From an optimization exercise on the open Yosys and OpenROAD flow, aimed at small area, a short achievable clock period and few clock cycles per item; shortcuts taken in it are not production practice.
No functional check of the RTL was part of any run shown here.
Power is estimated from default activity; no workload was simulated.

<file path="design.v">
`default_nettype none
package adsr_pkg;
  localparam int LEVEL_W = 16;
  localparam int LEN_W   = 24;
  localparam logic [LEVEL_W-1:0] UNITY = 16'h8000;
  localparam logic [LEN_W-1:0]   ATTACK_RESET  = 24'd480;
  localparam logic [LEN_W-1:0]   DECAY_RESET   = 24'd12000;
  localparam logic [LEVEL_W-1:0] SUSTAIN_RESET = 16'd8192;
  localparam logic [LEN_W-1:0]   RELEASE_RESET = 24'd24000;
  localparam logic [2:0] PH_OFF     = 3'd0;
  localparam logic [2:0] PH_ATTACK  = 3'd1;
  localparam logic [2:0] PH_DECAY   = 3'd2;
  localparam logic [2:0] PH_SUSTAIN = 3'd3;
  localparam logic [2:0] PH_RELEASE = 3'd4;
  localparam logic [1:0] KIND_SAMPLE  = 2'd0;
  localparam logic [1:0] KIND_ATTACK  = 2'd1;
  localparam logic [1:0] KIND_RELEASE = 2'd2;
  localparam logic [1:0] KIND_OFF     = 2'd3;
  localparam logic [1:0] JOB_A = 2'd1;
  localparam logic [1:0] JOB_D = 2'd2;
  localparam logic [1:0] JOB_R = 2'd3;
endpackage
`default_nettype wire
`default_nettype none
module adsr_regs (
  input  wire         clk,
  input  wire         rst,
  input  wire         psel,
  input  wire         penable,
  input  wire         pwrite,
  input  wire  [3:0]  paddr,
  input  wire  [31:0] pwdata,
  output logic [31:0] prdata,
  output logic        pready,
  output logic [23:0] att_len,
  output logic [23:0] dec_len,
  output logic [15:0] sus_lvl,
  output logic [23:0] rel_len,
  output logic        cfg_wr
);
  assign pready = 1'b1;
  assign cfg_wr = psel && penable && pwrite;
  always_ff @(posedge clk) begin
    if (rst) begin
      att_len <= adsr_pkg::ATTACK_RESET;
      dec_len <= adsr_pkg::DECAY_RESET;
      sus_lvl <= adsr_pkg::SUSTAIN_RESET;
      rel_len <= adsr_pkg::RELEASE_RESET;
    end else if (cfg_wr) begin
      case (paddr[3:2])
        2'd0: att_len <= pwdata[23:0];
        2'd1: dec_len <= pwdata[23:0];
        2'd2: sus_lvl <= pwdata[15:0];
        default: rel_len <= pwdata[23:0];
      endcase
    end
  end
  logic [23:0] rd_q;
  always_ff @(posedge clk) begin
    case (paddr[3:2])
      2'd0: rd_q <= att_len;
      2'd1: rd_q <= dec_len;
      2'd2: rd_q <= {8'd0, sus_lvl};
      default: rd_q <= rel_len;
    endcase
  end
  assign prdata = {8'd0, rd_q};
endmodule
`default_nettype wire
`default_nettype none
module adsr_div (
  input  wire         clk,
  input  wire         start,
  input  wire  [15:0] m,
  input  wire  [23:0] len,
  input  wire         run,
  output logic [15:0] q,
  output logic [23:0] r
);
  logic [24:0] t;
  logic [25:0] d;
  logic        ge;
  assign t  = {r, q[15]};
  assign d  = {1'b0, t} - {2'b0, len};
  assign ge = !d[25];
  always_ff @(posedge clk) begin
    if (start) begin
      q <= m;
      r <= '0;
    end else if (run) begin
      r <= ge ? d[23:0] : t[23:0];
      q <= {q[14:0], ge};
    end
  end
endmodule
`default_nettype wire
`default_nettype none
module adsr_mul (
  input  wire [15:0] s,
  input  wire [15:0] l,
  output wire [15:0] y
);
  wire t0 = (l[0] & s[0]);
  wire t1 = (l[0] & s[1]);
  wire t2 = (l[1] & s[0]);
  wire t3 = (l[0] & s[2]);
  wire t4 = (l[1] & s[1]);
  wire t5 = (l[2] & s[0]);
  wire t6 = (l[0] & s[3]);
  wire t7 = (l[1] & s[2]);
  wire t8 = (l[2] & s[1]);
  wire t9 = (l[3] & s[0]);
  wire t10 = (l[0] & s[4]);
  wire t11 = (l[1] & s[3]);
  wire t12 = (l[2] & s[2]);
  wire t13 = (l[3] & s[1]);
  wire t14 = (l[4] & s[0]);
  wire t15 = (l[0] & s[5]);
  wire t16 = (l[1] & s[4]);
  wire t17 = (l[2] & s[3]);
  wire t18 = (l[3] & s[2]);
  wire t19 = (l[4] & s[1]);
  wire t20 = (l[5] & s[0]);
  wire t21 = (l[0] & s[6]);
  wire t22 = (l[1] & s[5]);
  wire t23 = (l[2] & s[4]);
  wire t24 = (l[3] & s[3]);
  wire t25 = (l[4] & s[2]);
  wire t26 = (l[5] & s[1]);
  wire t27 = (l[6] & s[0]);
  wire t28 = (l[0] & s[7]);
  wire t29 = (l[1] & s[6]);
  wire t30 = (l[2] & s[5]);
  wire t31 = (l[3] & s[4]);
  wire t32 = (l[4] & s[3]);
  wire t33 = (l[5] & s[2]);
  wire t34 = (l[6] & s[1]);
  wire t35 = (l[7] & s[0]);
  wire t36 = (l[0] & s[8]);
  wire t37 = (l[1] & s[7]);
  wire t38 = (l[2] & s[6]);
  wire t39 = (l[3] & s[5]);
  wire t40 = (l[4] & s[4]);
  wire t41 = (l[5] & s[3]);
  wire t42 = (l[6] & s[2]);
  wire t43 = (l[7] & s[1]);
  wire t44 = (l[8] & s[0]);
  wire t45 = (l[0] & s[9]);
  wire t46 = (l[1] & s[8]);
  wire t47 = (l[2] & s[7]);
  wire t48 = (l[3] & s[6]);
  wire t49 = (l[4] & s[5]);
  wire t50 = (l[5] & s[4]);
  wire t51 = (l[6] & s[3]);
  wire t52 = (l[7] & s[2]);
  wire t53 = (l[8] & s[1]);
  wire t54 = (l[9] & s[0]);
  wire t55 = (l[0] & s[10]);
  wire t56 = (l[1] & s[9]);
  wire t57 = (l[2] & s[8]);
  wire t58 = (l[3] & s[7]);
  wire t59 = (l[4] & s[6]);
  wire t60 = (l[5] & s[5]);
  wire t61 = (l[6] & s[4]);
  wire t62 = (l[7] & s[3]);
  wire t63 = (l[8] & s[2]);
  wire t64 = (l[9] & s[1]);
  wire t65 = (l[10] & s[0]);
  wire t66 = (l[0] & s[11]);
  wire t67 = (l[1] & s[10]);
  wire t68 = (l[2] & s[9]);
  wire t69 = (l[3] & s[8]);
  wire t70 = (l[4] & s[7]);
  wire t71 = (l[5] & s[6]);
  wire t72 = (l[6] & s[5]);
  wire t73 = (l[7] & s[4]);
  wire t74 = (l[8] & s[3]);
  wire t75 = (l[9] & s[2]);
  wire t76 = (l[10] & s[1]);
  wire t77 = (l[11] & s[0]);
  wire t78 = (l[0] & s[12]);
  wire t79 = (l[1] & s[11]);
  wire t80 = (l[2] & s[10]);
  wire t81 = (l[3] & s[9]);
  wire t82 = (l[4] & s[8]);
  wire t83 = (l[5] & s[7]);
  wire t84 = (l[6] & s[6]);
  wire t85 = (l[7] & s[5]);
  wire t86 = (l[8] & s[4]);
  wire t87 = (l[9] & s[3]);
  wire t88 = (l[10] & s[2]);
  wire t89 = (l[11] & s[1]);
  wire t90 = (l[12] & s[0]);
  wire t91 = (l[0] & s[13]);
  wire t92 = (l[1] & s[12]);
  wire t93 = (l[2] & s[11]);
  wire t94 = (l[3] & s[10]);
  wire t95 = (l[4] & s[9]);
  wire t96 = (l[5] & s[8]);
  wire t97 = (l[6] & s[7]);
  wire t98 = (l[7] & s[6]);
  wire t99 = (l[8] & s[5]);
  wire t100 = (l[9] & s[4]);
  wire t101 = (l[10] & s[3]);
  wire t102 = (l[11] & s[2]);
  wire t103 = (l[12] & s[1]);
  wire t104 = (l[13] & s[0]);
  wire t105 = (l[0] & s[14]);
  wire t106 = (l[1] & s[13]);
  wire t107 = (l[2] & s[12]);
  wire t108 = (l[3] & s[11]);
  wire t109 = (l[4] & s[10]);
  wire t110 = (l[5] & s[9]);
  wire t111 = (l[6] & s[8]);
  wire t112 = (l[7] & s[7]);
  wire t113 = (l[8] & s[6]);
  wire t114 = (l[9] & s[5]);
  wire t115 = (l[10] & s[4]);
  wire t116 = (l[11] & s[3]);
  wire t117 = (l[12] & s[2]);
  wire t118 = (l[13] & s[1]);
  wire t119 = (l[14] & s[0]);
  wire t120 = ~(l[0] & s[15]);
  wire t121 = (l[1] & s[14]);
  wire t122 = (l[2] & s[13]);
  wire t123 = (l[3] & s[12]);
  wire t124 = (l[4] & s[11]);
  wire t125 = (l[5] & s[10]);
  wire t126 = (l[6] & s[9]);
  wire t127 = (l[7] & s[8]);
  wire t128 = (l[8] & s[7]);
  wire t129 = (l[9] & s[6]);
  wire t130 = (l[10] & s[5]);
  wire t131 = (l[11] & s[4]);
  wire t132 = (l[12] & s[3]);
  wire t133 = (l[13] & s[2]);
  wire t134 = (l[14] & s[1]);
  wire t135 = 1'b1;
  wire t136 = ~(l[1] & s[15]);
  wire t137 = (l[2] & s[14]);
  wire t138 = (l[3] & s[13]);
  wire t139 = (l[4] & s[12]);
  wire t140 = (l[5] & s[11]);
  wire t141 = (l[6] & s[10]);
  wire t142 = (l[7] & s[9]);
  wire t143 = (l[8] & s[8]);
  wire t144 = (l[9] & s[7]);
  wire t145 = (l[10] & s[6]);
  wire t146 = (l[11] & s[5]);
  wire t147 = (l[12] & s[4]);
  wire t148 = (l[13] & s[3]);
  wire t149 = (l[14] & s[2]);
  wire t150 = ~(l[2] & s[15]);
  wire t151 = (l[3] & s[14]);
  wire t152 = (l[4] & s[13]);
  wire t153 = (l[5] & s[12]);
  wire t154 = (l[6] & s[11]);
  wire t155 = (l[7] & s[10]);
  wire t156 = (l[8] & s[9]);
  wire t157 = (l[9] & s[8]);
  wire t158 = (l[10] & s[7]);
  wire t159 = (l[11] & s[6]);
  wire t160 = (l[12] & s[5]);
  wire t161 = (l[13] & s[4]);
  wire t162 = (l[14] & s[3]);
  wire t163 = ~(l[3] & s[15]);
  wire t164 = (l[4] & s[14]);
  wire t165 = (l[5] & s[13]);
  wire t166 = (l[6] & s[12]);
  wire t167 = (l[7] & s[11]);
  wire t168 = (l[8] & s[10]);
  wire t169 = (l[9] & s[9]);
  wire t170 = (l[10] & s[8]);
  wire t171 = (l[11] & s[7]);
  wire t172 = (l[12] & s[6]);
  wire t173 = (l[13] & s[5]);
  wire t174 = (l[14] & s[4]);
  wire t175 = ~(l[4] & s[15]);
  wire t176 = (l[5] & s[14]);
  wire t177 = (l[6] & s[13]);
  wire t178 = (l[7] & s[12]);
  wire t179 = (l[8] & s[11]);
  wire t180 = (l[9] & s[10]);
  wire t181 = (l[10] & s[9]);
  wire t182 = (l[11] & s[8]);
  wire t183 = (l[12] & s[7]);
  wire t184 = (l[13] & s[6]);
  wire t185 = (l[14] & s[5]);
  wire t186 = ~(l[5] & s[15]);
  wire t187 = (l[6] & s[14]);
  wire t188 = (l[7] & s[13]);
  wire t189 = (l[8] & s[12]);
  wire t190 = (l[9] & s[11]);
  wire t191 = (l[10] & s[10]);
  wire t192 = (l[11] & s[9]);
  wire t193 = (l[12] & s[8]);
  wire t194 = (l[13] & s[7]);
  wire t195 = (l[14] & s[6]);
  wire t196 = ~(l[6] & s[15]);
  wire t197 = (l[7] & s[14]);
  wire t198 = (l[8] & s[13]);
  wire t199 = (l[9] & s[12]);
  wire t200 = (l[10] & s[11]);
  wire t201 = (l[11] & s[10]);
  wire t202 = (l[12] & s[9]);
  wire t203 = (l[13] & s[8]);
  wire t204 = (l[14] & s[7]);
  wire t205 = ~(l[7] & s[15]);
  wire t206 = (l[8] & s[14]);
  wire t207 = (l[9] & s[13]);
  wire t208 = (l[10] & s[12]);
  wire t209 = (l[11] & s[11]);
  wire t210 = (l[12] & s[10]);
  wire t211 = (l[13] & s[9]);
  wire t212 = (l[14] & s[8]);
  wire t213 = ~(l[8] & s[15]);
  wire t214 = (l[9] & s[14]);
  wire t215 = (l[10] & s[13]);
  wire t216 = (l[11] & s[12]);
  wire t217 = (l[12] & s[11]);
  wire t218 = (l[13] & s[10]);
  wire t219 = (l[14] & s[9]);
  wire t220 = ~(l[9] & s[15]);
  wire t221 = (l[10] & s[14]);
  wire t222 = (l[11] & s[13]);
  wire t223 = (l[12] & s[12]);
  wire t224 = (l[13] & s[11]);
  wire t225 = (l[14] & s[10]);
  wire t226 = ~(l[10] & s[15]);
  wire t227 = (l[11] & s[14]);
  wire t228 = (l[12] & s[13]);
  wire t229 = (l[13] & s[12]);
  wire t230 = (l[14] & s[11]);
  wire t231 = ~(l[11] & s[15]);
  wire t232 = (l[12] & s[14]);
  wire t233 = (l[13] & s[13]);
  wire t234 = (l[14] & s[12]);
  wire t235 = ~(l[12] & s[15]);
  wire t236 = (l[13] & s[14]);
  wire t237 = (l[14] & s[13]);
  wire t238 = ~(l[13] & s[15]);
  wire t239 = (l[14] & s[14]);
  wire t240 = ~(l[14] & s[15]);
  wire t241 = 1'b1;
  wire t242 = t91 ^ t92;
  wire t243 = t91 & t92;
  wire t244 = t105 ^ t106 ^ t107;
  wire t245 = (t105 & t106) | (t105 & t107) | (t106 & t107);
  wire t246 = t108 ^ t109;
  wire t247 = t108 & t109;
  wire t248 = t120 ^ t121 ^ t122;
  wire t249 = (t120 & t121) | (t120 & t122) | (t121 & t122);
  wire t250 = t123 ^ t124 ^ t125;
  wire t251 = (t123 & t124) | (t123 & t125) | (t124 & t125);
  wire t252 = t126 ^ t127;
  wire t253 = t126 & t127;
  wire t254 = t136 ^ t137 ^ t138;
  wire t255 = (t136 & t137) | (t136 & t138) | (t137 & t138);
  wire t256 = t139 ^ t140 ^ t141;
  wire t257 = (t139 & t140) | (t139 & t141) | (t140 & t141);
  wire t258 = t150 ^ t151 ^ t152;
  wire t259 = (t150 & t151) | (t150 & t152) | (t151 & t152);
  wire t260 = t45 ^ t46;
  wire t261 = t45 & t46;
  wire t262 = t55 ^ t56 ^ t57;
  wire t263 = (t55 & t56) | (t55 & t57) | (t56 & t57);
  wire t264 = t58 ^ t59;
  wire t265 = t58 & t59;
  wire t266 = t66 ^ t67 ^ t68;
  wire t267 = (t66 & t67) | (t66 & t68) | (t67 & t68);
  wire t268 = t69 ^ t70 ^ t71;
  wire t269 = (t69 & t70) | (t69 & t71) | (t70 & t71);
  wire t270 = t72 ^ t73;
  wire t271 = t72 & t73;
  wire t272 = t78 ^ t79 ^ t80;
  wire t273 = (t78 & t79) | (t78 & t80) | (t79 & t80);
  wire t274 = t81 ^ t82 ^ t83;
  wire t275 = (t81 & t82) | (t81 & t83) | (t82 & t83);
  wire t276 = t84 ^ t85 ^ t86;
  wire t277 = (t84 & t85) | (t84 & t86) | (t85 & t86);
  wire t278 = t87 ^ t88;
  wire t279 = t87 & t88;
  wire t280 = t242 ^ t93 ^ t94;
  wire t281 = (t242 & t93) | (t242 & t94) | (t93 & t94);
  wire t282 = t95 ^ t96 ^ t97;
  wire t283 = (t95 & t96) | (t95 & t97) | (t96 & t97);
  wire t284 = t98 ^ t99 ^ t100;
  wire t285 = (t98 & t99) | (t98 & t100) | (t99 & t100);
  wire t286 = t101 ^ t102 ^ t103;
  wire t287 = (t101 & t102) | (t101 & t103) | (t102 & t103);
  wire t288 = t243 ^ t244 ^ t246;
  wire t289 = (t243 & t244) | (t243 & t246) | (t244 & t246);
  wire t290 = t110 ^ t111 ^ t112;
  wire t291 = (t110 & t111) | (t110 & t112) | (t111 & t112);
  wire t292 = t113 ^ t114 ^ t115;
  wire t293 = (t113 & t114) | (t113 & t115) | (t114 & t115);
  wire t294 = t116 ^ t117 ^ t118;
  wire t295 = (t116 & t117) | (t116 & t118) | (t117 & t118);
  wire t296 = t245 ^ t247 ^ t248;
  wire t297 = (t245 & t247) | (t245 & t248) | (t247 & t248);
  wire t298 = t250 ^ t252 ^ t128;
  wire t299 = (t250 & t252) | (t250 & t128) | (t252 & t128);
  wire t300 = t129 ^ t130 ^ t131;
  wire t301 = (t129 & t130) | (t129 & t131) | (t130 & t131);
  wire t302 = t132 ^ t133 ^ t134;
  wire t303 = (t132 & t133) | (t132 & t134) | (t133 & t134);
  wire t304 = t249 ^ t251 ^ t253;
  wire t305 = (t249 & t251) | (t249 & t253) | (t251 & t253);
  wire t306 = t254 ^ t256 ^ t142;
  wire t307 = (t254 & t256) | (t254 & t142) | (t256 & t142);
  wire t308 = t143 ^ t144 ^ t145;
  wire t309 = (t143 & t144) | (t143 & t145) | (t144 & t145);
  wire t310 = t146 ^ t147 ^ t148;
  wire t311 = (t146 & t147) | (t146 & t148) | (t147 & t148);
  wire t312 = t255 ^ t257 ^ t258;
  wire t313 = (t255 & t257) | (t255 & t258) | (t257 & t258);
  wire t314 = t153 ^ t154 ^ t155;
  wire t315 = (t153 & t154) | (t153 & t155) | (t154 & t155);
  wire t316 = t156 ^ t157 ^ t158;
  wire t317 = (t156 & t157) | (t156 & t158) | (t157 & t158);
  wire t318 = t159 ^ t160 ^ t161;
  wire t319 = (t159 & t160) | (t159 & t161) | (t160 & t161);
  wire t320 = t259 ^ t163 ^ t164;
  wire t321 = (t259 & t163) | (t259 & t164) | (t163 & t164);
  wire t322 = t165 ^ t166 ^ t167;
  wire t323 = (t165 & t166) | (t165 & t167) | (t166 & t167);
  wire t324 = t168 ^ t169 ^ t170;
  wire t325 = (t168 & t169) | (t168 & t170) | (t169 & t170);
  wire t326 = t171 ^ t172 ^ t173;
  wire t327 = (t171 & t172) | (t171 & t173) | (t172 & t173);
  wire t328 = t175 ^ t176 ^ t177;
  wire t329 = (t175 & t176) | (t175 & t177) | (t176 & t177);
  wire t330 = t178 ^ t179 ^ t180;
  wire t331 = (t178 & t179) | (t178 & t180) | (t179 & t180);
  wire t332 = t181 ^ t182 ^ t183;
  wire t333 = (t181 & t182) | (t181 & t183) | (t182 & t183);
  wire t334 = t186 ^ t187 ^ t188;
  wire t335 = (t186 & t187) | (t186 & t188) | (t187 & t188);
  wire t336 = t189 ^ t190 ^ t191;
  wire t337 = (t189 & t190) | (t189 & t191) | (t190 & t191);
  wire t338 = t196 ^ t197 ^ t198;
  wire t339 = (t196 & t197) | (t196 & t198) | (t197 & t198);
  wire t340 = t21 ^ t22;
  wire t341 = t21 & t22;
  wire t342 = t28 ^ t29 ^ t30;
  wire t343 = (t28 & t29) | (t28 & t30) | (t29 & t30);
  wire t344 = t31 ^ t32;
  wire t345 = t31 & t32;
  wire t346 = t36 ^ t37 ^ t38;
  wire t347 = (t36 & t37) | (t36 & t38) | (t37 & t38);
  wire t348 = t39 ^ t40 ^ t41;
  wire t349 = (t39 & t40) | (t39 & t41) | (t40 & t41);
  wire t350 = t42 ^ t43;
  wire t351 = t42 & t43;
  wire t352 = t260 ^ t47 ^ t48;
  wire t353 = (t260 & t47) | (t260 & t48) | (t47 & t48);
  wire t354 = t49 ^ t50 ^ t51;
  wire t355 = (t49 & t50) | (t49 & t51) | (t50 & t51);
  wire t356 = t52 ^ t53 ^ t54;
  wire t357 = (t52 & t53) | (t52 & t54) | (t53 & t54);
  wire t358 = t261 ^ t262 ^ t264;
  wire t359 = (t261 & t262) | (t261 & t264) | (t262 & t264);
  wire t360 = t60 ^ t61 ^ t62;
  wire t361 = (t60 & t61) | (t60 & t62) | (t61 & t62);
  wire t362 = t63 ^ t64 ^ t65;
  wire t363 = (t63 & t64) | (t63 & t65) | (t64 & t65);
  wire t364 = t263 ^ t265 ^ t266;
  wire t365 = (t263 & t265) | (t263 & t266) | (t265 & t266);
  wire t366 = t268 ^ t270 ^ t74;
  wire t367 = (t268 & t270) | (t268 & t74) | (t270 & t74);
  wire t368 = t75 ^ t76 ^ t77;
  wire t369 = (t75 & t76) | (t75 & t77) | (t76 & t77);
  wire t370 = t267 ^ t269 ^ t271;
  wire t371 = (t267 & t269) | (t267 & t271) | (t269 & t271);
  wire t372 = t272 ^ t274 ^ t276;
  wire t373 = (t272 & t274) | (t272 & t276) | (t274 & t276);
  wire t374 = t278 ^ t89 ^ t90;
  wire t375 = (t278 & t89) | (t278 & t90) | (t89 & t90);
  wire t376 = t273 ^ t275 ^ t277;
  wire t377 = (t273 & t275) | (t273 & t277) | (t275 & t277);
  wire t378 = t279 ^ t280 ^ t282;
  wire t379 = (t279 & t280) | (t279 & t282) | (t280 & t282);
  wire t380 = t284 ^ t286 ^ t104;
  wire t381 = (t284 & t286) | (t284 & t104) | (t286 & t104);
  wire t382 = t281 ^ t283 ^ t285;
  wire t383 = (t281 & t283) | (t281 & t285) | (t283 & t285);
  wire t384 = t287 ^ t288 ^ t290;
  wire t385 = (t287 & t288) | (t287 & t290) | (t288 & t290);
  wire t386 = t292 ^ t294 ^ t119;
  wire t387 = (t292 & t294) | (t292 & t119) | (t294 & t119);
  wire t388 = t289 ^ t291 ^ t293;
  wire t389 = (t289 & t291) | (t289 & t293) | (t291 & t293);
  wire t390 = t295 ^ t296 ^ t298;
  wire t391 = (t295 & t296) | (t295 & t298) | (t296 & t298);
  wire t392 = t300 ^ t302 ^ t135;
  wire t393 = (t300 & t302) | (t300 & t135) | (t302 & t135);
  wire t394 = t297 ^ t299 ^ t301;
  wire t395 = (t297 & t299) | (t297 & t301) | (t299 & t301);
  wire t396 = t303 ^ t304 ^ t306;
  wire t397 = (t303 & t304) | (t303 & t306) | (t304 & t306);
  wire t398 = t308 ^ t310 ^ t149;
  wire t399 = (t308 & t310) | (t308 & t149) | (t310 & t149);
  wire t400 = t305 ^ t307 ^ t309;
  wire t401 = (t305 & t307) | (t305 & t309) | (t307 & t309);
  wire t402 = t311 ^ t312 ^ t314;
  wire t403 = (t311 & t312) | (t311 & t314) | (t312 & t314);
  wire t404 = t316 ^ t318 ^ t162;
  wire t405 = (t316 & t318) | (t316 & t162) | (t318 & t162);
  wire t406 = t313 ^ t315 ^ t317;
  wire t407 = (t313 & t315) | (t313 & t317) | (t315 & t317);
  wire t408 = t319 ^ t320 ^ t322;
  wire t409 = (t319 & t320) | (t319 & t322) | (t320 & t322);
  wire t410 = t324 ^ t326 ^ t174;
  wire t411 = (t324 & t326) | (t324 & t174) | (t326 & t174);
  wire t412 = t321 ^ t323 ^ t325;
  wire t413 = (t321 & t323) | (t321 & t325) | (t323 & t325);
  wire t414 = t327 ^ t328 ^ t330;
  wire t415 = (t327 & t328) | (t327 & t330) | (t328 & t330);
  wire t416 = t332 ^ t184 ^ t185;
  wire t417 = (t332 & t184) | (t332 & t185) | (t184 & t185);
  wire t418 = t329 ^ t331 ^ t333;
  wire t419 = (t329 & t331) | (t329 & t333) | (t331 & t333);
  wire t420 = t334 ^ t336 ^ t192;
  wire t421 = (t334 & t336) | (t334 & t192) | (t336 & t192);
  wire t422 = t193 ^ t194 ^ t195;
  wire t423 = (t193 & t194) | (t193 & t195) | (t194 & t195);
  wire t424 = t335 ^ t337 ^ t338;
  wire t425 = (t335 & t337) | (t335 & t338) | (t337 & t338);
  wire t426 = t199 ^ t200 ^ t201;
  wire t427 = (t199 & t200) | (t199 & t201) | (t200 & t201);
  wire t428 = t202 ^ t203 ^ t204;
  wire t429 = (t202 & t203) | (t202 & t204) | (t203 & t204);
  wire t430 = t339 ^ t205 ^ t206;
  wire t431 = (t339 & t205) | (t339 & t206) | (t205 & t206);
  wire t432 = t207 ^ t208 ^ t209;
  wire t433 = (t207 & t208) | (t207 & t209) | (t208 & t209);
  wire t434 = t210 ^ t211 ^ t212;
  wire t435 = (t210 & t211) | (t210 & t212) | (t211 & t212);
  wire t436 = t213 ^ t214 ^ t215;
  wire t437 = (t213 & t214) | (t213 & t215) | (t214 & t215);
  wire t438 = t216 ^ t217 ^ t218;
  wire t439 = (t216 & t217) | (t216 & t218) | (t217 & t218);
  wire t440 = t220 ^ t221 ^ t222;
  wire t441 = (t220 & t221) | (t220 & t222) | (t221 & t222);
  wire t442 = t10 ^ t11;
  wire t443 = t10 & t11;
  wire t444 = t15 ^ t16 ^ t17;
  wire t445 = (t15 & t16) | (t15 & t17) | (t16 & t17);
  wire t446 = t18 ^ t19;
  wire t447 = t18 & t19;
  wire t448 = t340 ^ t23 ^ t24;
  wire t449 = (t340 & t23) | (t340 & t24) | (t23 & t24);
  wire t450 = t25 ^ t26 ^ t27;
  wire t451 = (t25 & t26) | (t25 & t27) | (t26 & t27);
  wire t452 = t341 ^ t342 ^ t344;
  wire t453 = (t341 & t342) | (t341 & t344) | (t342 & t344);
  wire t454 = t33 ^ t34 ^ t35;
  wire t455 = (t33 & t34) | (t33 & t35) | (t34 & t35);
  wire t456 = t343 ^ t345 ^ t346;
  wire t457 = (t343 & t345) | (t343 & t346) | (t345 & t346);
  wire t458 = t348 ^ t350 ^ t44;
  wire t459 = (t348 & t350) | (t348 & t44) | (t350 & t44);
  wire t460 = t347 ^ t349 ^ t351;
  wire t461 = (t347 & t349) | (t347 & t351) | (t349 & t351);
  wire t462 = t352 ^ t354 ^ t356;
  wire t463 = (t352 & t354) | (t352 & t356) | (t354 & t356);
  wire t464 = t353 ^ t355 ^ t357;
  wire t465 = (t353 & t355) | (t353 & t357) | (t355 & t357);
  wire t466 = t358 ^ t360 ^ t362;
  wire t467 = (t358 & t360) | (t358 & t362) | (t360 & t362);
  wire t468 = t359 ^ t361 ^ t363;
  wire t469 = (t359 & t361) | (t359 & t363) | (t361 & t363);
  wire t470 = t364 ^ t366 ^ t368;
  wire t471 = (t364 & t366) | (t364 & t368) | (t366 & t368);
  wire t472 = t365 ^ t367 ^ t369;
  wire t473 = (t365 & t367) | (t365 & t369) | (t367 & t369);
  wire t474 = t370 ^ t372 ^ t374;
  wire t475 = (t370 & t372) | (t370 & t374) | (t372 & t374);
  wire t476 = t371 ^ t373 ^ t375;
  wire t477 = (t371 & t373) | (t371 & t375) | (t373 & t375);
  wire t478 = t376 ^ t378 ^ t380;
  wire t479 = (t376 & t378) | (t376 & t380) | (t378 & t380);
  wire t480 = t377 ^ t379 ^ t381;
  wire t481 = (t377 & t379) | (t377 & t381) | (t379 & t381);
  wire t482 = t382 ^ t384 ^ t386;
  wire t483 = (t382 & t384) | (t382 & t386) | (t384 & t386);
  wire t484 = t383 ^ t385 ^ t387;
  wire t485 = (t383 & t385) | (t383 & t387) | (t385 & t387);
  wire t486 = t388 ^ t390 ^ t392;
  wire t487 = (t388 & t390) | (t388 & t392) | (t390 & t392);
  wire t488 = t389 ^ t391 ^ t393;
  wire t489 = (t389 & t391) | (t389 & t393) | (t391 & t393);
  wire t490 = t394 ^ t396 ^ t398;
  wire t491 = (t394 & t396) | (t394 & t398) | (t396 & t398);
  wire t492 = t395 ^ t397 ^ t399;
  wire t493 = (t395 & t397) | (t395 & t399) | (t397 & t399);
  wire t494 = t400 ^ t402 ^ t404;
  wire t495 = (t400 & t402) | (t400 & t404) | (t402 & t404);
  wire t496 = t401 ^ t403 ^ t405;
  wire t497 = (t401 & t403) | (t401 & t405) | (t403 & t405);
  wire t498 = t406 ^ t408 ^ t410;
  wire t499 = (t406 & t408) | (t406 & t410) | (t408 & t410);
  wire t500 = t407 ^ t409 ^ t411;
  wire t501 = (t407 & t409) | (t407 & t411) | (t409 & t411);
  wire t502 = t412 ^ t414 ^ t416;
  wire t503 = (t412 & t414) | (t412 & t416) | (t414 & t416);
  wire t504 = t413 ^ t415 ^ t417;
  wire t505 = (t413 & t415) | (t413 & t417) | (t415 & t417);
  wire t506 = t418 ^ t420 ^ t422;
  wire t507 = (t418 & t420) | (t418 & t422) | (t420 & t422);
  wire t508 = t419 ^ t421 ^ t423;
  wire t509 = (t419 & t421) | (t419 & t423) | (t421 & t423);
  wire t510 = t424 ^ t426 ^ t428;
  wire t511 = (t424 & t426) | (t424 & t428) | (t426 & t428);
  wire t512 = t425 ^ t427 ^ t429;
  wire t513 = (t425 & t427) | (t425 & t429) | (t427 & t429);
  wire t514 = t430 ^ t432 ^ t434;
  wire t515 = (t430 & t432) | (t430 & t434) | (t432 & t434);
  wire t516 = t431 ^ t433 ^ t435;
  wire t517 = (t431 & t433) | (t431 & t435) | (t433 & t435);
  wire t518 = t436 ^ t438 ^ t219;
  wire t519 = (t436 & t438) | (t436 & t219) | (t438 & t219);
  wire t520 = t437 ^ t439 ^ t440;
  wire t521 = (t437 & t439) | (t437 & t440) | (t439 & t440);
  wire t522 = t223 ^ t224 ^ t225;
  wire t523 = (t223 & t224) | (t223 & t225) | (t224 & t225);
  wire t524 = t441 ^ t226 ^ t227;
  wire t525 = (t441 & t226) | (t441 & t227) | (t226 & t227);
  wire t526 = t228 ^ t229 ^ t230;
  wire t527 = (t228 & t229) | (t228 & t230) | (t229 & t230);
  wire t528 = t231 ^ t232 ^ t233;
  wire t529 = (t231 & t232) | (t231 & t233) | (t232 & t233);
  wire t530 = t6 ^ t7;
  wire t531 = t6 & t7;
  wire t532 = t442 ^ t12 ^ t13;
  wire t533 = (t442 & t12) | (t442 & t13) | (t12 & t13);
  wire t534 = t443 ^ t444 ^ t446;
  wire t535 = (t443 & t444) | (t443 & t446) | (t444 & t446);
  wire t536 = t445 ^ t447 ^ t448;
  wire t537 = (t445 & t447) | (t445 & t448) | (t447 & t448);
  wire t538 = t449 ^ t451 ^ t452;
  wire t539 = (t449 & t451) | (t449 & t452) | (t451 & t452);
  wire t540 = t453 ^ t455 ^ t456;
  wire t541 = (t453 & t455) | (t453 & t456) | (t455 & t456);
  wire t542 = t457 ^ t459 ^ t460;
  wire t543 = (t457 & t459) | (t457 & t460) | (t459 & t460);
  wire t544 = t461 ^ t463 ^ t464;
  wire t545 = (t461 & t463) | (t461 & t464) | (t463 & t464);
  wire t546 = t465 ^ t467 ^ t468;
  wire t547 = (t465 & t467) | (t465 & t468) | (t467 & t468);
  wire t548 = t469 ^ t471 ^ t472;
  wire t549 = (t469 & t471) | (t469 & t472) | (t471 & t472);
  wire t550 = t473 ^ t475 ^ t476;
  wire t551 = (t473 & t475) | (t473 & t476) | (t475 & t476);
  wire t552 = t477 ^ t479 ^ t480;
  wire t553 = (t477 & t479) | (t477 & t480) | (t479 & t480);
  wire t554 = t481 ^ t483 ^ t484;
  wire t555 = (t481 & t483) | (t481 & t484) | (t483 & t484);
  wire t556 = t485 ^ t487 ^ t488;
  wire t557 = (t485 & t487) | (t485 & t488) | (t487 & t488);
  wire t558 = t489 ^ t491 ^ t492;
  wire t559 = (t489 & t491) | (t489 & t492) | (t491 & t492);
  wire t560 = t493 ^ t495 ^ t496;
  wire t561 = (t493 & t495) | (t493 & t496) | (t495 & t496);
  wire t562 = t497 ^ t499 ^ t500;
  wire t563 = (t497 & t499) | (t497 & t500) | (t499 & t500);
  wire t564 = t501 ^ t503 ^ t504;
  wire t565 = (t501 & t503) | (t501 & t504) | (t503 & t504);
  wire t566 = t505 ^ t507 ^ t508;
  wire t567 = (t505 & t507) | (t505 & t508) | (t507 & t508);
  wire t568 = t509 ^ t511 ^ t512;
  wire t569 = (t509 & t511) | (t509 & t512) | (t511 & t512);
  wire t570 = t513 ^ t515 ^ t516;
  wire t571 = (t513 & t515) | (t513 & t516) | (t515 & t516);
  wire t572 = t517 ^ t519 ^ t520;
  wire t573 = (t517 & t519) | (t517 & t520) | (t519 & t520);
  wire t574 = t521 ^ t523 ^ t524;
  wire t575 = (t521 & t523) | (t521 & t524) | (t523 & t524);
  wire t576 = t525 ^ t527 ^ t528;
  wire t577 = (t525 & t527) | (t525 & t528) | (t527 & t528);
  wire t578 = t529 ^ t235 ^ t236;
  wire t579 = (t529 & t235) | (t529 & t236) | (t235 & t236);
  wire t580 = t3 ^ t4;
  wire t581 = t3 & t4;
  wire t582 = t530 ^ t8 ^ t9;
  wire t583 = (t530 & t8) | (t530 & t9) | (t8 & t9);
  wire t584 = t531 ^ t532 ^ t14;
  wire t585 = (t531 & t532) | (t531 & t14) | (t532 & t14);
  wire t586 = t533 ^ t534 ^ t20;
  wire t587 = (t533 & t534) | (t533 & t20) | (t534 & t20);
  wire t588 = t535 ^ t536 ^ t450;
  wire t589 = (t535 & t536) | (t535 & t450) | (t536 & t450);
  wire t590 = t537 ^ t538 ^ t454;
  wire t591 = (t537 & t538) | (t537 & t454) | (t538 & t454);
  wire t592 = t539 ^ t540 ^ t458;
  wire t593 = (t539 & t540) | (t539 & t458) | (t540 & t458);
  wire t594 = t541 ^ t542 ^ t462;
  wire t595 = (t541 & t542) | (t541 & t462) | (t542 & t462);
  wire t596 = t543 ^ t544 ^ t466;
  wire t597 = (t543 & t544) | (t543 & t466) | (t544 & t466);
  wire t598 = t545 ^ t546 ^ t470;
  wire t599 = (t545 & t546) | (t545 & t470) | (t546 & t470);
  wire t600 = t547 ^ t548 ^ t474;
  wire t601 = (t547 & t548) | (t547 & t474) | (t548 & t474);
  wire t602 = t549 ^ t550 ^ t478;
  wire t603 = (t549 & t550) | (t549 & t478) | (t550 & t478);
  wire t604 = t551 ^ t552 ^ t482;
  wire t605 = (t551 & t552) | (t551 & t482) | (t552 & t482);
  wire t606 = t553 ^ t554 ^ t486;
  wire t607 = (t553 & t554) | (t553 & t486) | (t554 & t486);
  wire t608 = t555 ^ t556 ^ t490;
  wire t609 = (t555 & t556) | (t555 & t490) | (t556 & t490);
  wire t610 = t557 ^ t558 ^ t494;
  wire t611 = (t557 & t558) | (t557 & t494) | (t558 & t494);
  wire t612 = t559 ^ t560 ^ t498;
  wire t613 = (t559 & t560) | (t559 & t498) | (t560 & t498);
  wire t614 = t561 ^ t562 ^ t502;
  wire t615 = (t561 & t562) | (t561 & t502) | (t562 & t502);
  wire t616 = t563 ^ t564 ^ t506;
  wire t617 = (t563 & t564) | (t563 & t506) | (t564 & t506);
  wire t618 = t565 ^ t566 ^ t510;
  wire t619 = (t565 & t566) | (t565 & t510) | (t566 & t510);
  wire t620 = t567 ^ t568 ^ t514;
  wire t621 = (t567 & t568) | (t567 & t514) | (t568 & t514);
  wire t622 = t569 ^ t570 ^ t518;
  wire t623 = (t569 & t570) | (t569 & t518) | (t570 & t518);
  wire t624 = t571 ^ t572 ^ t522;
  wire t625 = (t571 & t572) | (t571 & t522) | (t572 & t522);
  wire t626 = t573 ^ t574 ^ t526;
  wire t627 = (t573 & t574) | (t573 & t526) | (t574 & t526);
  wire t628 = t575 ^ t576 ^ t234;
  wire t629 = (t575 & t576) | (t575 & t234) | (t576 & t234);
  wire t630 = t577 ^ t578 ^ t237;
  wire t631 = (t577 & t578) | (t577 & t237) | (t578 & t237);
  wire t632 = t579 ^ t238 ^ t239;
  wire t633 = (t579 & t238) | (t579 & t239) | (t238 & t239);
  wire [30:0] ra = {t241, t633, t631, t629, t627, t625, t623, t621, t619, t617, t615, t613, t611, t609, t607, t605, t603, t601, t599, t597, t595, t593, t591, t589, t587, t585, t583, t581, t580, t1, t0};
  wire [30:0] rb = {1'b0, t240, t632, t630, t628, t626, t624, t622, t620, t618, t616, t614, t612, t610, t608, t606, t604, t602, t600, t598, t596, t594, t592, t590, t588, t586, t584, t582, t5, t2, 1'b0};
  wire [30:0] p = ra + rb;
  assign y = l[15] ? s : p[30:15];
endmodule
`default_nettype wire
`default_nettype none
module adsr_dp (
  input  wire         clk,
  input  wire         rst,
  input  wire  [23:0] att_len,
  input  wire  [23:0] dec_len,
  input  wire  [15:0] sus_lvl,
  input  wire  [23:0] rel_len,
  input  wire         cfg_wr,
  input  wire         s_axis_tvalid,
  output logic        s_axis_tready,
  input  wire  [23:0] s_axis_tdata,
  input  wire  [1:0]  s_axis_tuser,
  output logic        m_axis_tvalid,
  input  wire         m_axis_tready,
  output logic [39:0] m_axis_tdata
);
  localparam logic [15:0] UNITY = adsr_pkg::UNITY;
  logic [2:0]  phase;
  logic [23:0] pos;
  logic [15:0] lvl;         
  logic [23:0] r;
  logic [15:0] rsl;
  logic        lvl0;        
  logic        cur_ok;
  logic        eng_busy;
  logic        eng_ok;
  logic [1:0]  eng_tag;
  logic [3:0]  eng_cnt;
  logic [15:0] eng_q;
  logic [23:0] eng_r;
  logic [15:0] k_q;
  logic [23:0] k_r;
  logic [7:0]  k_a;
  logic        k_ok;
  logic        k_busy;
  logic        k_add;       
  logic [4:0]  k_j;         
  logic        need_sync;
  logic        sync_on;     
  logic [1:0]  sync_ph;     
  logic [15:0] s_cl;
  assign s_cl = (sus_lvl > UNITY) ? UNITY : sus_lvl;
  logic ramp, is_att, is_dec, is_rel;
  assign is_att = (phase == adsr_pkg::PH_ATTACK);
  assign is_dec = (phase == adsr_pkg::PH_DECAY);
  assign is_rel = (phase == adsr_pkg::PH_RELEASE);
  assign ramp   = is_att || is_dec || is_rel;
  logic [23:0] len;
  always_comb begin
    case (phase)
      adsr_pkg::PH_ATTACK:  len = att_len;
      adsr_pkg::PH_DECAY:   len = dec_len;
      adsr_pkg::PH_RELEASE: len = rel_len;
      default:              len = '0;
    endcase
  end
  logic [34:0] out_d;       
  logic        out_act;
  logic [15:0] cur_level;
  assign cur_level = lvl0 ? 16'd0 : out_d[31:16];
  logic        bc_v;
  logic [1:0]  bc_kind;
  logic [7:0]  bc_a;
  logic [15:0] bc_smp;
  logic        c_fire;
  logic        is_smp;
  logic        hold;
  logic        blk;
  assign is_smp = (bc_kind == adsr_pkg::KIND_SAMPLE);
  assign hold   = m_axis_tvalid && !m_axis_tready;
  assign blk    = sync_on || (is_smp && (need_sync || (ramp && !(k_ok && k_a == bc_a))));
  assign c_fire = bc_v && !hold && !blk;
  logic        sk_v;
  logic [25:0] sk_d;
  logic        bc_free;
  logic        acc;
  assign s_axis_tready = !sk_v;
  assign acc     = s_axis_tvalid && !sk_v && !rst;
  assign bc_free = !bc_v || c_fire;
  always_ff @(posedge clk) begin
    if (rst) begin
      bc_v <= 1'b0;
      sk_v <= 1'b0;
    end else if (bc_free) begin
      bc_v <= sk_v || acc;
      sk_v <= 1'b0;
    end else if (acc) begin
      sk_v <= 1'b1;
    end
  end
  always_ff @(posedge clk) begin
    if (!sk_v) sk_d <= {s_axis_tuser, s_axis_tdata};
    if (bc_free) begin
      {bc_kind, bc_a, bc_smp} <= sk_v ? sk_d : {s_axis_tuser, s_axis_tdata};
    end
  end
  logic [23:0] k_n;
  logic [4:0]  k_msb;
  logic        k_go_item, k_go;
  logic [15:0] k_yq;
  logic [23:0] k_yr;
  logic [24:0] k_t0;
  logic [25:0] k_t1;
  logic        k_wrap;
  assign k_n = sync_on ? pos : {16'd0, bc_a};
  always_comb begin
    k_msb = '0;
    for (int i = 0; i < 24; i++) begin
      if (k_n[i]) k_msb = 5'(i);
    end
  end
  assign k_go_item = bc_v && is_smp && ramp && cur_ok && !need_sync && !sync_on &&
                     !(k_ok && k_a == bc_a) && !k_busy;
  assign k_go = k_go_item || (sync_on && sync_ph == 2'd0 && !k_busy && !k_ok);
  assign k_yq   = k_add ? eng_q : k_q;
  assign k_yr   = k_add ? eng_r : k_r;
  logic [25:0] k_xl, k_cs, k_cc;
  logic [15:0] k_qa, k_qb;
  assign k_xl   = ~{2'b0, len};
  assign k_cs   = {2'b0, k_r} ^ {2'b0, k_yr} ^ k_xl;
  assign k_cc   = {(({2'b0, k_r} & {2'b0, k_yr}) | ({2'b0, k_r} & k_xl) |
                    ({2'b0, k_yr} & k_xl)), 1'b0};
  assign k_t0   = {1'b0, k_r} + {1'b0, k_yr};
  assign k_t1   = k_cs + k_cc + 26'd1;
  assign k_wrap = !k_t1[25];
  assign k_qa   = k_q + k_yq;
  assign k_qb   = k_q + k_yq + 16'd1;
  logic [24:0] p_sum;
  logic        p_end;
  logic [2:0]  ph_next;
  assign p_sum = {1'b0, pos} + 25'(bc_a);
  assign p_end = (p_sum >= {1'b0, len});
  always_comb begin
    ph_next = phase;
    if (p_end) begin
      case (phase)
        adsr_pkg::PH_ATTACK:  ph_next = adsr_pkg::PH_DECAY;
        adsr_pkg::PH_DECAY:   ph_next = adsr_pkg::PH_SUSTAIN;
        adsr_pkg::PH_RELEASE: ph_next = adsr_pkg::PH_OFF;
        default: ;
      endcase
    end
  end
  logic        up_r, up_l;
  logic [25:0] x_rho, x_len, cs_s, cs_c;
  logic [25:0] s0, s1;
  logic        wrap;
  logic [23:0] r_new;
  logic [15:0] l_d, lvl_new;
  assign up_r  = !is_rel;
  assign up_l  = is_att;
  assign x_rho = up_r ? {2'b0, k_r} : ~{2'b0, k_r};
  assign x_len = up_r ? ~{2'b0, len} : {2'b0, len};
  assign s0    = {2'b0, r} + x_rho + 26'(!up_r);
  assign cs_s  = {2'b0, r} ^ x_rho ^ x_len;
  assign cs_c  = {(({2'b0, r} & x_rho) | ({2'b0, r} & x_len) | (x_rho & x_len)), 1'b0};
  assign s1    = cs_s + cs_c + 26'd1;
  assign wrap  = up_r ? !s1[25] : s0[25];
  assign r_new = wrap ? s1[23:0] : s0[23:0];
  assign l_d   = up_l ? k_q : ~k_q;
  assign lvl_new = lvl + l_d + 16'(wrap == up_l);
  logic [15:0] lvl_entry;
  always_comb begin
    case (phase)
      adsr_pkg::PH_ATTACK:  lvl_entry = (att_len == '0) ? UNITY : 16'd0;
      adsr_pkg::PH_DECAY:   lvl_entry = UNITY;
      default:              lvl_entry = (rel_len == '0) ? 16'd0 : rsl;
    endcase
  end
  logic        div_start;
  logic [1:0]  job;
  logic [15:0] job_m;
  logic [23:0] div_len;
  logic [1:0]  need_tag;
  logic        k_need;
  assign need_tag = is_att ? adsr_pkg::JOB_A : is_dec ? adsr_pkg::JOB_D : adsr_pkg::JOB_R;
  assign cur_ok   = ramp && eng_ok && (eng_tag == need_tag);
  assign k_need   = ramp && (k_busy || sync_on || need_sync ||
                             (bc_v && is_smp && !(k_ok && k_a == bc_a)));
  assign job      = k_need ? need_tag :
                    is_att ? adsr_pkg::JOB_D :
                    (phase == adsr_pkg::PH_SUSTAIN) ? adsr_pkg::JOB_R : adsr_pkg::JOB_A;
  assign div_start = !((eng_busy || eng_ok) && (eng_tag == job));
  always_comb begin
    case (job)
      adsr_pkg::JOB_A: job_m = UNITY;
      adsr_pkg::JOB_D: job_m = 16'(UNITY - s_cl);
      default:         job_m = (phase == adsr_pkg::PH_SUSTAIN) ? s_cl : rsl;
    endcase
    case (eng_tag)
      adsr_pkg::JOB_A: div_len = att_len;
      adsr_pkg::JOB_D: div_len = dec_len;
      default:         div_len = rel_len;
    endcase
  end
  adsr_div u_div (
    .clk   (clk),
    .start (div_start),
    .m     (job_m),
    .len   (div_len),
    .run   (eng_busy),
    .q     (eng_q),
    .r     (eng_r)
  );
  logic sync_start, len_z;
  assign len_z = (len == '0);
  assign sync_start = !sync_on && need_sync && ramp && cur_ok && !(bc_v && !is_smp);
  always_ff @(posedge clk) begin
    if (rst) begin
      phase     <= adsr_pkg::PH_OFF;
      lvl       <= '0;
      lvl0      <= 1'b1;
      eng_busy  <= 1'b0;
      eng_ok    <= 1'b0;
      eng_tag   <= 2'd0;
      eng_cnt   <= '0;
      k_ok      <= 1'b0;
      k_busy    <= 1'b0;
      need_sync <= 1'b0;
      sync_on   <= 1'b0;
    end else begin
      if (eng_busy) begin
        eng_cnt <= eng_cnt + 4'd1;
        if (eng_cnt == 4'd15) begin
          eng_busy <= 1'b0;
          eng_ok   <= 1'b1;
        end
      end
      if (div_start) begin
        eng_busy <= 1'b1;
        eng_ok   <= 1'b0;
        eng_tag  <= job;
        eng_cnt  <= '0;
      end
      if (k_go) begin
        k_a   <= bc_a;
        k_add <= 1'b0;
        k_j   <= k_msb - 5'd1;
        if (k_n == '0) begin
          k_q  <= '0;
          k_r  <= '0;
        end else begin
          k_q  <= eng_q;
          k_r  <= eng_r;
        end
        k_ok   <= (k_msb == '0);
        k_busy <= (k_msb != '0);
      end else if (k_busy) begin
        k_q <= k_wrap ? k_qb : k_qa;
        k_r <= k_wrap ? k_t1[23:0] : k_t0[23:0];
        if (!k_add && k_n[k_j]) begin
          k_add <= 1'b1;
        end else begin
          k_add <= 1'b0;
          k_j   <= k_j - 5'd1;
          if (k_j == '0) begin
            k_busy <= 1'b0;
            k_ok   <= 1'b1;
          end
        end
      end
      if (need_sync && !ramp) begin
        need_sync <= 1'b0;
        if (phase == adsr_pkg::PH_SUSTAIN) lvl <= s_cl;
      end
      if (sync_start) begin
        need_sync <= 1'b0;
        lvl       <= lvl_entry;
        r         <= '0;
        if ({1'b0, pos} > {1'b0, len}) pos <= len;
        sync_on   <= !len_z;
        sync_ph   <= 2'd0;
        k_ok      <= 1'b0;
        k_busy    <= 1'b0;
      end
      if (sync_on) begin
        case (sync_ph)
          2'd0: if (k_ok) sync_ph <= 2'd1;
          2'd1: begin
            lvl     <= lvl_new;
            r       <= r_new;
            sync_ph <= 2'd2;
          end
          default: begin
            sync_on <= 1'b0;
            k_ok    <= 1'b0;
          end
        endcase
      end
      if (c_fire) begin
        case (bc_kind)
          adsr_pkg::KIND_ATTACK: begin
            phase     <= adsr_pkg::PH_ATTACK;
            lvl       <= (att_len == '0) ? UNITY : 16'd0;
            lvl0      <= 1'b1;
            pos       <= '0;
            r         <= '0;
            need_sync <= 1'b0;
            k_ok      <= 1'b0;
          end
          adsr_pkg::KIND_RELEASE: begin
            phase     <= adsr_pkg::PH_RELEASE;
            rsl       <= cur_level;
            lvl       <= (rel_len == '0) ? 16'd0 : cur_level;
            pos       <= '0;
            r         <= '0;
            need_sync <= 1'b0;
            k_ok      <= 1'b0;
            if (!(eng_tag == adsr_pkg::JOB_R && phase == adsr_pkg::PH_SUSTAIN &&
                  cur_level == s_cl)) begin
              eng_busy <= 1'b0;
              eng_ok   <= 1'b0;
            end
          end
          adsr_pkg::KIND_OFF: begin
            phase     <= adsr_pkg::PH_OFF;
            lvl       <= '0;
            need_sync <= 1'b0;
          end
          default: begin
            lvl0 <= 1'b0;
            if (ramp) begin
              if (p_end) begin
                phase <= ph_next;
                pos   <= '0;
                r     <= '0;
                k_ok  <= 1'b0;
                case (phase)
                  adsr_pkg::PH_ATTACK: lvl <= UNITY;
                  adsr_pkg::PH_DECAY:  lvl <= s_cl;
                  default:             lvl <= '0;
                endcase
              end else begin
                pos <= p_sum[23:0];
                lvl <= lvl_new;
                r   <= r_new;
              end
            end
          end
        endcase
      end
      if (cfg_wr) begin
        eng_busy  <= 1'b0;
        eng_ok    <= 1'b0;
        k_ok      <= 1'b0;
        k_busy    <= 1'b0;
        sync_on   <= 1'b0;
        need_sync <= 1'b1;
      end
    end
  end
  logic [15:0] scaled;
  adsr_mul u_mul (
    .s (bc_smp),
    .l (lvl),
    .y (scaled)
  );
  always_ff @(posedge clk) begin
    if (rst) begin
      m_axis_tvalid <= 1'b0;
    end else if (!hold) begin
      m_axis_tvalid <= c_fire && is_smp;
    end
  end
  always_ff @(posedge clk) begin
    if (c_fire && is_smp) begin
      out_d   <= {phase, lvl, scaled};
      out_act <= (ph_next != adsr_pkg::PH_OFF);
    end
  end
  assign m_axis_tdata = {4'd0, out_act, out_d};
endmodule
`default_nettype wire
`default_nettype none
module adsr_envelope_generator #(
  parameter int POSITION_BITS = 24
) (
  input  wire         clk,
  input  wire         rst,
  input  wire         psel,
  input  wire         penable,
  input  wire         pwrite,
  input  wire  [3:0]  paddr,
  input  wire  [31:0] pwdata,
  output logic [31:0] prdata,
  output logic        pready,
  input  wire         s_axis_tvalid,
  output logic        s_axis_tready,
  input  wire  [23:0] s_axis_tdata,   
  input  wire  [1:0]  s_axis_tuser,   
  output logic        m_axis_tvalid,
  input  wire         m_axis_tready,
  output logic [39:0] m_axis_tdata    
);
  logic [23:0] att_len, dec_len, rel_len;
  logic [15:0] sus_lvl;
  logic        cfg_wr;
  adsr_regs u_regs (
    .clk     (clk),
    .rst     (rst),
    .psel    (psel),
    .penable (penable),
    .pwrite  (pwrite),
    .paddr   (paddr),
    .pwdata  (pwdata),
    .prdata  (prdata),
    .pready  (pready),
    .att_len (att_len),
    .dec_len (dec_len),
    .sus_lvl (sus_lvl),
    .rel_len (rel_len),
    .cfg_wr  (cfg_wr)
  );
  adsr_dp u_dp (
    .clk           (clk),
    .rst           (rst),
    .att_len       (att_len),
    .dec_len       (dec_len),
    .sus_lvl       (sus_lvl),
    .rel_len       (rel_len),
    .cfg_wr        (cfg_wr),
    .s_axis_tvalid (s_axis_tvalid),
    .s_axis_tready (s_axis_tready),
    .s_axis_tdata  (s_axis_tdata),
    .s_axis_tuser  (s_axis_tuser),
    .m_axis_tvalid (m_axis_tvalid),
    .m_axis_tready (m_axis_tready),
    .m_axis_tdata  (m_axis_tdata)
  );
endmodule
`default_nettype wire
</file>
<file path="flow/run.sh">
#!/bin/bash
# standard synthesis, then the standard layout with a larger setup margin for repair_timing
set -euo pipefail
bash standard.sh synth > synth.log 2>&1
bash standard.sh SETUP_SLACK_MARGIN=7 finish > layout.log 2>&1
</file>
<file path="standard.sh">
#!/bin/bash
# synth_recipe.tcl (not shown) runs the flow's synth.tcl, then flattens the netlist and writes it again
# the make line also repeats each setting of config.mk as NAME=value (left out here)
make -C /OpenROAD-flow-scripts/flow DESIGN_CONFIG=/design/flow/config.mk WORK_HOME=/design/flow/orfs CLKGATE_MAP_FILE= SYNTH_SCRIPT=/design/flow/synth_recipe.tcl "${@:-finish}"
</file>
<file path="config.mk">
export PLATFORM = sky130hd
export DESIGN_NAME = adsr_envelope_generator
export DESIGN_NICKNAME = adsr_envelope_generator
export VERILOG_FILES = /design/flow/design.v
export SDC_FILE = /design/flow/constraint.sdc
export NUM_CORES = 4
export LEC_CHECK = 0
export CAP_MARGIN = 20
export CORE_MARGIN = 2
export CORE_UTILIZATION = 60
export SLEW_MARGIN = 20
</file>
<file path="constraint.sdc">
create_clock -name core_clock -period 13.0 [get_ports {clk}]
set_input_delay 2.6000 -clock core_clock [delete_from_list [all_inputs] [get_ports {clk}]]
set_output_delay 2.6000 -clock core_clock [all_outputs]
set_load 0.01 [all_outputs]
</file>
==> results of run 1 <==
-- power by group through the flow --
stage	sequential [mW]	combinational, mW	clock [mW]
floorplan	1.53	1.44	0
global placement	1.60	1.83	0
detailed placement	1.60	1.85	0
CTS	1.56	1.97	1.45
global route	1.57	2.26	1.49
finish	1.56	2.06	1.44
-- layout make-up --
| cell class | count | area [µm²] | area share |
|---|---|---|---|
| Tap cell | 846 | 1059 | 0.02430 |
| Multi-Input combinational cell | 3412 | 26700 | 0.6129 |
| Clock buffer | 64 | 1408 | 0.03231 |
| Timing Repair Buffer | 301 | 2805 | 0.06440 |
| Clock inverter | 25 | 247.7 | 0.005687 |
| Inverter | 378 | 1429 | 0.03280 |
| Antenna cell | 1 | 2.502 | 0.00005745 |
| Sequential cell | 395 | 9911 | 0.2275 |
-- layer usage --
metal,wire length [µm],track usage,share of wire,vias to the layer above
met3,11320,0.05981,0.088,374
met5,0,0.001462,0,-
met1,50480,0.5005,0.39,16580
li1,-,-,-,15650
met4,9616,0.2468,0.075,0
met2,57220,0.5987,0.44,1712
-- cell families after synthesis --
family          count (synthesis)  share of synthesized area
fa+ha+maj                     496                     0.2094
mux                           141                    0.04690
flops                         395                     0.2590
buf+inv                       621                    0.06470
simple gates                 1415                     0.1787
xor+xnor                      242                    0.05552
other cells                     2                  0.0001967
compound gates               1103                     0.1855
-- repair_timing --
item,4_1_cts,5_1_grt
hold buffers,0,0
endpoints found under the setup margin,54,45
gates resized for setup,96,75
buffers inserted,77,16
gates cloned,5,1
pin swaps,52,58
hold endpoints to repair,0,0
-- worst max-delay path by stage --
stage          slack [ps]      endpoint  cells past startpoint           from
3_3_place_gp         5390  u_dp.lvl[13]                     28  u_dp.phase[1]
3_5_place_dp         5350  u_dp.lvl[13]                     28  u_dp.phase[1]
4_1_cts              6600  u_dp.lvl[14]                     32  u_dp.phase[2]
2_1_floorplan        6840  u_dp.lvl[14]                     33  u_dp.phase[2]
6_report             6430  u_dp.lvl[14]                     32  u_dp.phase[2]
5_1_grt              6250  u_dp.lvl[12]                     33  u_dp.phase[2]
-- critical path, delay by kind of cell, from the launching register on --
kind	cells	cell delay, ps
AO/OA/AOI/OAI	17	3310
adder cells (fa/ha/maj)	4	1390
buffers and inverters	5	680
AND/OR/NAND/NOR	4	490
flip-flops	1	330
XOR/XNOR	2	290
-- cells in the final DEF (no fill, tap or decap), drive strengths merged, types with 28 or more instances in the layout --
cell type      instances
fa                   238
and3                  41
a21oi                385
buf                  180
nor4                  30
edfxtp               198
nor2                 286
nor3                  51
mux2                  53
a21o                  64
and2                 216
dfxtp                197
o21bai                28
nand2b                34
o21a                  54
clkbuf                65
ha                   258
nand4                 31
nand3                107
a22oi                 72
mux2i                 63
xor2                  86
nor2b                 45
a31oi                 32
o21ai                213
inv                  381
clkdlybuf4s50        118
nand2                501
xnor2                156
-- per-stage QoR --
stage	area, µm²	setup WS (ps)	util	instances	hold WS [ps]
CTS	43090	6604	0.6844	5404	472.0
global placement	40290	5393	0.6400	5233	452.7
global route	43560	6253	0.6918	5422	483.1
detailed placement	40290	5346	0.6400	5233	459.0
floorplan	38500	6839	-	4426	406.4
finish	43560	6429	0.6918	5422	469.6
==> impl_metrics.json, run 1 <==
{
  "track_usage": 0.3843,
  "core_area_um2": 62970,
  "overflow": 0,
  "cts_buffers": 48,
  "antenna_found_initial": 1,
  "synth_common_cells": "500 x nand2_1, 382 x a21oi_1, 373 x inv_1, 286 x nor2_1, 258 x ha_1",
  "max_cap_violations": 0,
  "cts.sinks": 395,
  "drv_slew": 0,
  "htreeDepth": 2,
  "regMostFlops": "u_dp.out_d",
  "rsz0062_at_grt": "true",
  "die_height_um": 256.2,
  "min_from": "u_dp.sk_d[11]",
  "cellPowerDensity_nw_per_um2": 116.4,
  "p_leak_nw": 18.01,
  "synth_cells": 4415,
  "ys.flop_type": "edfxtp_1",
  "ys_warn_count": 3,
  "yosys.area.top_type": "edfxtp_1",
  "avgSynthCellArea_um2": 8.647,
  "r2r_cells": 32,
  "crit_top_cell": "a21o_1",
  "cpMaxStageDelayCell": "fa_1",
  "yosysUniqueCellTypes": 105,
  "fin_tns_setup_ps": 0,
  "vias": 34310,
  "grt_pass1_wl_mm": 194.6,
  "min_to": "u_dp.sk_d[11]",
  "fillCellCount": 5226,
  "r2r-start": "u_dp.phase[2]",
  "critPathKind": "reg -> reg",
  "finalHoldViolCount": 0,
  "total_power_mw": 5.069,
  "routedWlPerCell_um": 23.72,
  "ant_nets": 0,
  "synth_top_area_share": 0.1557,
  "critPathMaxStageDelay_ps": 440,
  "rows": 92,
  "grt_pass1_vias": 32610,
  "finalCritPeriodShare": 0.5054,
  "ff2ff_setup_slack_ps": 6430,
  "async_flop_share": 0,
  "ios": 144,
  "insertion_delay_ps": 640,
  "die_area_um2": 65660,
  "avgViaCountPerCell": 6.328,
  "drt_iter0_markers": 4031,
  "cp-start-kind": "flip-flop",
  "drc": 0,
  "holdCritPathClass": "reg -> reg",
  "portBuffers": 120,
  "drive_above_1_share": 0.1152,
  "slew_headroom": 0.2387,
  "p_sw_mw": 1.915,
  "clock_skew_ps": 27.43,
  "dpl.hpwl_mm": 92.90,
  "syn2layout_area_growth_pct": 14.10,
  "cp_data_arrival_time_ps": 7130,
  "crit_required_ps": 13560,
  "p_sw_frac": 0.3778,
  "setup_viol": 0,
  "drt_pass1_iterations": 6,
  "synth_most_common_cell": "nand2_1",
  "r2r_end": "u_dp.lvl[14]",
  "seqPwrFrac": 0.309,
  "reg_top3": "u_dp.out_d (35), u_dp.sk_d (26)",
  "gp_congestion": 0.9999,
  "hold_depth": 1,
  "clk_pin_slew_ps": 80,
  "worstPathMaxFanout": 7,
  "synth_area_leaders": "edfxtp_1 16%, fa_1 12%, dfxtp_1 10%, ha_1 8.5%, a21oi_1 5.0%",
  "clock_path_buffers": 3,
  "critPathCaptureType": "flip-flop",
  "peakVddDrop_uv": 119.4,
  "nets": 5101,
  "wirelength_mm": 128.6,
  "ys_seq_elements": 395,
  "tightestPinTransition_ps": 1142,
  "power_frac_clock": 0.284,
  "largest_register_ffs": 35,
  "intPower_mw": 3.154,
  "fmax_ghz": 0.1522,
  "post-route-min-period_ps": 6571,
  "synth-edff-count": 198,
  "die_w_um": 256.2,
  "pwr-share-comb": 0.407,
  "start_util": 0.6063,
  "cts_tree": "built",
  "synth_area_um2": 38180,
  "cts.root.buffer_cell": "clkbuf_16",
  "grt_max_degree": 76,
  "seq_area_frac_synth": 0.2590,
  "status": "finished clean"
}
==> run 2: changes to the inputs <==
==> run.sh (new file) <==
#!/bin/bash
# synth_recipe.tcl (not shown) runs the flow's synth.tcl, then flattens the netlist and writes it again
# the make line also repeats each setting of config.mk as NAME=value (left out here)
make -C /OpenROAD-flow-scripts/flow DESIGN_CONFIG=/design/flow/config.mk WORK_HOME=/design/flow/orfs CLKGATE_MAP_FILE= SYNTH_SCRIPT=/design/flow/synth_recipe.tcl finish
--- a/config.mk
+++ b/config.mk
@@ -10,2 +10,3 @@
 export CORE_UTILIZATION = 60
+export SETUP_SLACK_MARGIN = 5
 export SLEW_MARGIN = 20
removed: flow/run.sh
removed: standard.sh
==> impl_metrics.json, run 2 <==
{
  "seqPwrFrac": 0.322,
  "final_common_cell": "nand2_1",
  "p_sw_frac": 0.3767,
  "critPathKind": "reg -> reg",
  "fin_tns_setup_ps": 0,
  "total_power_mw": 4.919,
  "r2r_cells": 29,
  "clk_pin_slew_ps": 70,
  "critPathCaptureType": "flip-flop",
  "drv_slew": 0,
  "avgSynthCellArea_um2": 8.647,
  "pwr-share-comb": 0.379,
  "cts_buffers": 48,
  "cts.sinks": 395,
  "wirelength_mm": 124.6,
  "crit_required_ps": 13450,
  "finalHoldViolCount": 0,
  "regMostFlops": "u_dp.out_d",
  "cp_data_arrival_time_ps": 8040,
  "holdCritPathClass": "reg -> reg",
  "slew_headroom": 0.2203,
  "intPower_mw": 3.066,
  "ctsHoldBuffers": 0,
  "power_frac_clock": 0.299,
  "grt_max_degree": 57,
  "r2r_end": "u_dp.lvl[13]",
  "vias": 33390,
  "rows": 92,
  "rsz0062_at_grt": "false",
  "start_util": 0.6063,
  "ios": 144,
  "avgViaCountPerCell": 6.268,
  "htreeDepth": 2,
  "max_cap_violations": 0,
  "cellPowerDensity_nw_per_um2": 117.3,
  "synth_common_cells": "500 x nand2_1, 382 x a21oi_1, 373 x inv_1, 286 x nor2_1, 258 x ha_1",
  "dpl.hpwl_mm": 92.38,
  "routedWlPerCell_um": 23.39,
  "cp-start-kind": "flip-flop",
  "die_w_um": 256.2,
  "crit_top_cell": "a21o_1",
  "cts_tree": "built",
  "status": "finished clean",
  "drt_iter0_markers": 3330,
  "synth_area_leaders": "edfxtp_1 16%, fa_1 12%, dfxtp_1 10%, ha_1 8.5%, a21oi_1 5.0%",
  "yosys.area.top_type": "edfxtp_1",
  "p_sw_mw": 1.853,
  "endpoint": "u_dp.lvl[13]",
  "reg_top3": "u_dp.out_d (35), u_dp.sk_d (26)",
  "fillCellCount": 5430,
  "critPathMaxStageDelay_ps": 520,
  "gp_congestion": 0.9747,
  "tightestPinTransition_ps": 1170,
  "die_area_um2": 65660,
  "drc": 0,
  "drt_pass1_iterations": 9,
  "cts.root.buffer_cell": "clkbuf_16",
  "synth_cells": 4415,
  "synth-edff-count": 198,
  "synth_most_common_cell": "nand2_1",
  "portBuffers": 120,
  "ys_seq_elements": 395,
  "core_area_um2": 62970,
  "r2r-start": "u_dp.phase[2]",
  "track_usage": 0.3759,
  "synth_area_um2": 38180,
  "async_flop_share": 0,
  "insertion_delay_ps": 620,
  "seq_area_frac_synth": 0.2590,
  "largest_register_ffs": 35,
  "ant_nets": 0,
  "die_height_um": 256.2,
  "synth_top_area_share": 0.1557,
  "ys_warn_count": 3,
  "nets": 5005,
  "peakVddDrop_uv": 104.9,
  "clock_skew_ps": 23.95,
  "fmax_ghz": 0.1317,
  "yosysUniqueCellTypes": 105,
  "cpMaxStageDelayCell": "dfxtp_2",
  "drive_above_1_share": 0.07388,
  "grt_pass1_vias": 32670,
  "grt_pass1_wl_mm": 191.6,
  "post-route-min-period_ps": 7590,
  "finalCritPeriodShare": 0.5839,
  "setup.worst_path.start": "u_dp.phase[2]",
  "ff2ff_setup_slack_ps": 5410,
  "p_leak_nw": 17.36,
  "final_cell_mix": "500 x nand2_1, 379 x a21oi_1, 373 x inv_1",
  "antenna_found_initial": 0,
  "clock_path_buffers": 3,
  "ys.flop_type": "edfxtp_1",
  "setup_viol": 0,
  "worstPathMaxFanout": 43,
  "syn2layout_area_growth_pct": 9.852,
  "overflow": 0
}
[run 2: cell counts after synthesis]
Identical to the previous run, type by type.
[run 2: worst max-delay path, delay by kind of cell, from the launching register on]
family | cells | cell delay (ps)
adder cells (fa/ha/maj) | 3 | 1280
AO/OA/AOI/OAI | 19 | 4430
XOR/XNOR | 1 | 150
flip-flops | 1 | 520
AND/OR/NAND/NOR | 3 | 380
buffers and inverters | 3 | 610
[run 2: area by class of cell]
cell class / instances / area, µm² / area share
diodes: 1 / 2.502 / 0.00005967
clock buffers: 60 / 1391 / 0.03318
clock inverters: 30 / 326.6 / 0.007787
inverters: 378 / 1419 / 0.03383
multi-input cells: 3410 / 25990 / 0.6196
flip-flops and latches: 395 / 9896 / 0.2360
well taps: 846 / 1059 / 0.02524
repair buffers: 207 / 1858 / 0.04430
[run 2: power groups by stage]
stage          Clock, mW  Sequential, mW  Combinational [mW]
2_1_floorplan          0            1.53                1.40
4_1_cts             1.48            1.58                1.83
3_3_place_gp           0            1.60                1.80
3_5_place_dp           0            1.61                1.82
6_report            1.47            1.58                1.87
5_1_grt             1.52            1.59                2.06
[run 2: worst min-delay path by stage]
stage | from | endpoint | cells after the start
CTS | u_dp.sk_d[8] | u_dp.sk_d[8] | 1
floorplan | u_dp.lvl[15] | u_dp.out_d[31] | 0
finish | u_dp.sk_d[21] | u_dp.sk_d[21] | 1
detailed placement | u_dp.sk_d[8] | u_dp.sk_d[8] | 1
global placement | u_dp.sk_d[5] | u_dp.sk_d[5] | 1
global route | u_dp.sk_d[10] | u_dp.sk_d[10] | 1
[run 2: timing repair]
action,CTS,global route
setup endpoints to repair,9,8
pin swaps,0,1
hold endpoints to repair,0,0
resized for setup,5,9
setup buffers,0,3
[run 2: logic make-up (layout without fill, tap and decap cells)]
group,after synthesis,count (layout),share of synthesized area
AND/OR/NAND/NOR,1415,1415,0.1787
AO/OA/AOI/OAI,1103,1103,0.1855
buffers and inverters,621,675,0.06470
adder cells (fa/ha/maj),496,496,0.2094
flip-flops,395,395,0.2590
XOR/XNOR,242,242,0.05552
multiplexers,141,141,0.04690
other,2,14,0.0001967
[run 2: per-layer routing]
| metal | routed length [µm] | up-vias | track usage |
|---|---|---|---|
| met5 | 0 | - | 0 |
| met4 | 8948 | 0 | 0.2300 |
| met3 | 10810 | 407 | 0.06544 |
| met2 | 56680 | 1579 | 0.6062 |
| met1 | 48160 | 15950 | 0.4719 |
| li1 | - | 15450 | - |
[run 2: metrics by stage]
step / instance area, µm² / utilization / cells / worst slack, ps / hold slack, ps
2_1_floorplan: 38220 / - / 4426 / 5226 / 406.4
3_3_place_gp: 40120 / 0.6373 / 5232 / 4445 / 452.8
3_5_place_dp: 40130 / 0.6373 / 5232 / 4271 / 459.5
4_1_cts: 41870 / 0.6649 / 5322 / 5052 / 473.1
5_1_grt: 41940 / 0.6660 / 5326 / 5044 / 485.9
6_report: 41940 / 0.6660 / 5327 / 5410 / 470.1

## what the ideal ports hide
Ports are ideal in the flow. The routed layouts listed here were re-timed in OpenROAD. Step 1 sets driving cells, clkbuf_16 on the clock port and buf_2 on the other inputs (assumed; they add their load-dependent delay and slew). Step 2, shift: input delay + t, output delay - t, t = (earliest + latest rising clock arrival at the registers) / 2. This alone moves slack from input paths to output paths. Three values: ideal, step 1, step 2; two values: the first two.
run	t (ns)	setup WS [ns]	worst setup path at the end	worst slew at a driven data input, ns
run 1	0.691	6.429 / 6.429 / 6.429	register to register	0.06
run 2	0.683	5.410 / 5.410 / 5.410	register to register	0.05
After both steps setup and hold are still met in every run listed.
